What follows belongs to an exercise in optimizing a design on an open flow for small area, a short achievable clock period and few clock cycles per item; a production flow would make more cautious choices.
Power figures rest on the tool's default switching activity, not on a simulated workload.

## lane 1
Design blob_detector, start of the top module:
module blob_detector (
  input  logic               clk,
  input  logic               rst,
  input  logic               in_valid,
  input  logic [TOKEN_W-1:0] in_token,
  output logic               in_credit,
  output logic               out_valid,
  output logic [WORD_W-1:0]  out_data,
  output logic               out_last,
  input  logic               out_credit
);
==> module run_labeler, before the edit <==
module run_labeler (
  input  logic                clk,
  input  logic                rst,
  input  logic                tok_valid,
  input  logic [TOKEN_W-1:0]  tok_data,
  output logic                tok_pop,
  output logic                tok_done,
  output logic                a_valid,
  output logic                a_new,
  output logic [LABEL_W-1:0]  a_slot,
  output logic [COL_W-1:0]    a_start,
  output logic [COL_W-1:0]    a_end,
  output logic                a_row_end,
  output logic                a_frame_end,
  output logic                fe_take,
  output logic [LABEL_W-1:0]  fe_base,
  output logic [LABEL_W:0]    fe_count,
  input  logic                rep_busy,
  input  logic                rep_slot_busy,
  output logic [LABEL_W-1:0]  next_slot        
);
  logic [COL_W-1:0]   prev_sm1 [MAX_RUNS];
  logic [COL_W-1:0]   prev_ep1 [MAX_RUNS];
  logic [LABEL_W-1:0] prev_lab [MAX_RUNS];
  logic [COL_W-1:0]   cur_sm1  [MAX_RUNS];
  logic [COL_W-1:0]   cur_ep1  [MAX_RUNS];
  logic [LABEL_W-1:0] cur_lab  [MAX_RUNS];
  logic [RUN_IDX_W:0]  cur_cnt;
  logic [RUN_IDX_W:0]  prev_cnt;
  logic [LABEL_W:0]    next_label;    
  logic [LABEL_W-1:0]  frame_base;    
  logic               take;
  logic               is_event;
  logic               is_frame;
  logic               row_end;
  logic [COL_W-1:0]   run_start;
  logic [COL_W-1:0]   run_end;
  logic [COL_W-1:0]   run_sm1;
  logic [COL_W-1:0]   run_ep1;
  logic               hit;
  logic [LABEL_W-1:0] hit_slot;
  logic               store;
  logic               run_in;
  logic [LABEL_W-1:0] new_slot;
  logic [COL_W-1:0]    h_start;
  logic [COL_W-1:0]    h_end;
  logic [COL_W-1:0]    h_ep1 [MAX_RUNS];
  logic [MAX_RUNS-1:0] h_after;
  logic [RUN_IDX_W:0]  h_cnt;
  logic [MAX_RUNS-1:0] h_first;
  logic                s1_valid;
  logic [TOKEN_W-1:0]  s1_tok;
  logic                s1_any;
  logic [COL_W-1:0]    s1_sm1;
  logic [LABEL_W-1:0]  s1_lab;
  logic [COL_W-1:0]    h_sm1_prev;
  logic [COL_W-1:0]    h_sm1_cur;
  logic [LABEL_W-1:0]  h_lab_prev;
  logic [LABEL_W-1:0]  h_lab_cur;
  logic                s1_row_end;
  logic                s1_frame_end;
  logic                load;
  assign h_start = tok_data[TOK_START_LSB +: COL_W];
  assign h_end   = tok_data[COL_W-1:0];
  assign s1_row_end   = s1_valid && s1_tok[TOK_EVENT_BIT] && !s1_tok[TOK_FRAME_BIT];
  assign s1_frame_end = s1_valid && s1_tok[TOK_EVENT_BIT] && s1_tok[TOK_FRAME_BIT];
  assign h_cnt = s1_frame_end ? '0 : s1_row_end ? cur_cnt : prev_cnt;
  always_comb begin
    for (int i = 0; i < MAX_RUNS; i++) begin
      h_ep1[i]   = s1_row_end ? cur_ep1[i] : prev_ep1[i];
      h_after[i] = h_ep1[i] >= h_start && (RUN_IDX_W+1)'(i) < h_cnt;
    end
    for (int i = 0; i < MAX_RUNS; i++)
      h_first[i] = h_after[i] && (i == 0 || !h_after[(i + MAX_RUNS - 1) % MAX_RUNS]);
  end
  always_comb begin
    h_sm1_prev = '0;
    h_sm1_cur  = '0;
    h_lab_prev = '0;
    h_lab_cur  = '0;
    for (int i = 0; i < MAX_RUNS; i++) begin
      h_sm1_prev |= h_first[i] ? prev_sm1[i] : '0;
      h_sm1_cur  |= h_first[i] ? cur_sm1[i]  : '0;
      h_lab_prev |= h_first[i] ? prev_lab[i] : '0;
      h_lab_cur  |= h_first[i] ? cur_lab[i]  : '0;
    end
  end
  assign load       = tok_valid && (!s1_valid || take);
  assign tok_pop    = load;
  assign tok_done   = take;
  always_ff @(posedge clk) begin
    if (rst)
      s1_valid <= 1'b0;
    else if (load || take)
      s1_valid <= load;
  end
  always_ff @(posedge clk) begin
    if (load) begin
      s1_tok   <= tok_data;
      s1_any   <= |h_first;
      s1_sm1   <= s1_row_end ? h_sm1_cur : h_sm1_prev;
      s1_lab   <= s1_row_end ? h_lab_cur : h_lab_prev;
    end
  end
  assign is_event  = s1_tok[TOK_EVENT_BIT];
  assign is_frame  = s1_tok[TOK_FRAME_BIT];
  assign run_start = s1_tok[TOK_START_LSB +: COL_W];
  assign run_end   = s1_tok[COL_W-1:0];
  assign take      = s1_valid && (is_event ? !(is_frame && rep_busy) : !rep_slot_busy);
  assign row_end   = take && is_event && !is_frame;
  assign fe_take   = take && is_event && is_frame;
  assign fe_base   = frame_base;
  assign fe_count  = next_label;
  assign run_sm1 = (run_start == '0) ? '0 : run_start - 1'b1;
  assign run_ep1 = (&run_end) ? run_end : run_end + 1'b1;
  assign hit      = s1_any && s1_sm1 <= run_end;
  assign hit_slot = s1_lab;
  assign new_slot = hit ? hit_slot : next_slot;
  assign run_in   = take && !is_event && !cur_cnt[RUN_IDX_W];
  assign store    = run_in && (hit || !next_label[LABEL_W]);
  always_ff @(posedge clk) begin
    if (rst) begin
      cur_cnt     <= '0;
      prev_cnt    <= '0;
      next_label  <= '0;
      next_slot   <= '0;
      frame_base  <= '0;
      a_valid     <= 1'b0;
      a_row_end   <= 1'b0;
      a_frame_end <= 1'b0;
    end else begin
      a_valid     <= store;
      a_row_end   <= row_end;
      a_frame_end <= fe_take;
      if (fe_take) begin
        next_label <= '0;
        frame_base <= next_slot;
        cur_cnt    <= '0;
        prev_cnt   <= '0;
      end
      if (row_end) begin
        prev_cnt <= cur_cnt;
        cur_cnt  <= '0;
      end
      if (store) begin
        cur_cnt <= cur_cnt + 1'b1;
        if (!hit) begin
          next_label      <= next_label + 1'b1;
          next_slot       <= next_slot + 1'b1;
        end
      end
    end
  end
  always_ff @(posedge clk) begin
    a_new   <= !hit;
    a_slot  <= new_slot;
    a_start <= run_start;
    a_end   <= run_end;
    if (run_in) begin
      cur_sm1[cur_cnt[RUN_IDX_W-1:0]] <= run_sm1;
      cur_ep1[cur_cnt[RUN_IDX_W-1:0]] <= run_ep1;
      cur_lab[cur_cnt[RUN_IDX_W-1:0]] <= new_slot;
    end
    if (row_end) begin
      for (int i = 0; i < MAX_RUNS; i++) begin
        prev_sm1[i] <= cur_sm1[i];
        prev_ep1[i] <= cur_ep1[i];
        prev_lab[i] <= cur_lab[i];
      end
    end
  end
endmodule
clock: 10.0 ns
lec_check: 0
cap_margin: 20
core_margin: 2
core_utilization: 40
cts_cluster_diameter: 120
cts_cluster_size: 25
setup_slack_margin: 5
slew_margin: 20
standard.sh (not shown) runs the stock make flow with config.mk's settings and CLKGATE_MAP_FILE= SYNTH_SCRIPT=/design/flow/synth_recipe.tcl, a recipe that flattens the netlist after the stock synthesis.
==> flow/flow/run.sh <==
#!/bin/bash
# Standard layout; repair_timing aims for 7 ns of setup slack (a period of 3 ns).
bash standard.sh SETUP_SLACK_MARGIN=7 finish > standard.log 2>&1
diff inputs: lane 1 => lane 2
-- flow/design.v --
<<< lane 1, line 134
  assign h_start = tok_data[TOK_START_LSB +: COL_W];
  assign h_end   = tok_data[COL_W-1:0];
  assign s1_row_end   = s1_valid && s1_tok[TOK_EVENT_BIT] && !s1_tok[TOK_FRAME_BIT];
  assign s1_frame_end = s1_valid && s1_tok[TOK_EVENT_BIT] && s1_tok[TOK_FRAME_BIT];
  assign h_cnt = s1_frame_end ? '0 : s1_row_end ? cur_cnt : prev_cnt;
  always_comb begin
>>> lane 2, line 134
  assign h_start = tok_data[TOK_START_LSB +: COL_W];
  assign h_end   = tok_data[COL_W-1:0];
  assign h_cnt = s1_frame_end ? '0 : s1_row_end ? cur_cnt : prev_cnt;
  always_comb begin
<<< lane 1, line 161
  assign tok_done   = take;
  always_ff @(posedge clk) begin
    if (rst)
      s1_valid <= 1'b0;
    else if (load || take)
      s1_valid <= load;
  end
  always_ff @(posedge clk) begin
>>> lane 2, line 159
  assign tok_done   = take;
  always_ff @(posedge clk) begin
    if (rst) begin
      s1_valid     <= 1'b0;
      s1_row_end   <= 1'b0;
      s1_frame_end <= 1'b0;
    end else if (load || take) begin
      s1_valid     <= load;
      s1_row_end   <= load && tok_data[TOK_EVENT_BIT] && !tok_data[TOK_FRAME_BIT];
      s1_frame_end <= load && tok_data[TOK_EVENT_BIT] && tok_data[TOK_FRAME_BIT];
    end
  end
  always_ff @(posedge clk) begin
Results
Side by side, sequential share of layout area turned out higher in lane 2 than in lane 1.
Lane 2 vs lane 1 on design area: lane 2 is the lower one.
Lane 1 → lane 2: power share of the combinational group went down 0.3 points, multiplexer share of the synthesized area up 2.2 points, post-route worst hold slack fell by 0.025 ns.
Lane 2 against lane 1: non-clock buffer count went down, met3 track demand over resource lower, synthesized cell count decreased by 385 relative to the old numbers, multi-input gate share of total cell area fell 0.20 points, minimum setup slack in the final design moved up.
The area of the core on lane 1 is in line with that on lane 2.
Lane 2 and lane 1 ended up with roughly the same sequential cell count.
Comparing lane 1 and lane 2, the higher power density of the placed cells is on lane 2.
Lane 2 -> lane 1: worst-skew pair later-pin latency flat
Of the two values seen for worst setup path endpoint, u_labeler.s1_lab[2]$_DFFE_PP_ was produced by lane 2 and u_labeler.s1_sm1[5]$_DFFE_PP_ by lane 1.
Function was not checked in any run of this note: the RTL went through the layout flow alone.

[what the ideal ports hide]
The flow's constraints put no driver on any port. The routed layouts listed below were extracted and timed again, unchanged, in two steps.
Step 1 assumes that a clkbuf_16 drives the clock port and a buf_2 every other input.
Step 2 times the ports against the registers' clock, not the clock port: input delays grow and output delays shrink by t, the midpoint of the rising clock arrivals with the driver on.
Slacks: ideal ports / drivers / drivers and shift; pairs: ideal ports / drivers.
| run | t (ns) | slack for setup (ns) | worst data-port slew with drivers (ns) |
|---|---|---|---|
| lane 1 | 0.861 | 5.805 / 5.805 / 5.805 | 0.30 |
| lane 2 | 0.879 | 6.277 / 6.277 / 6.211 | 0.13 |
After both steps setup and hold are still met in every run listed. For lane 2, which loses most, drivers alone change the setup slack by 0.000 ns; drivers and shift together by -0.066 ns.
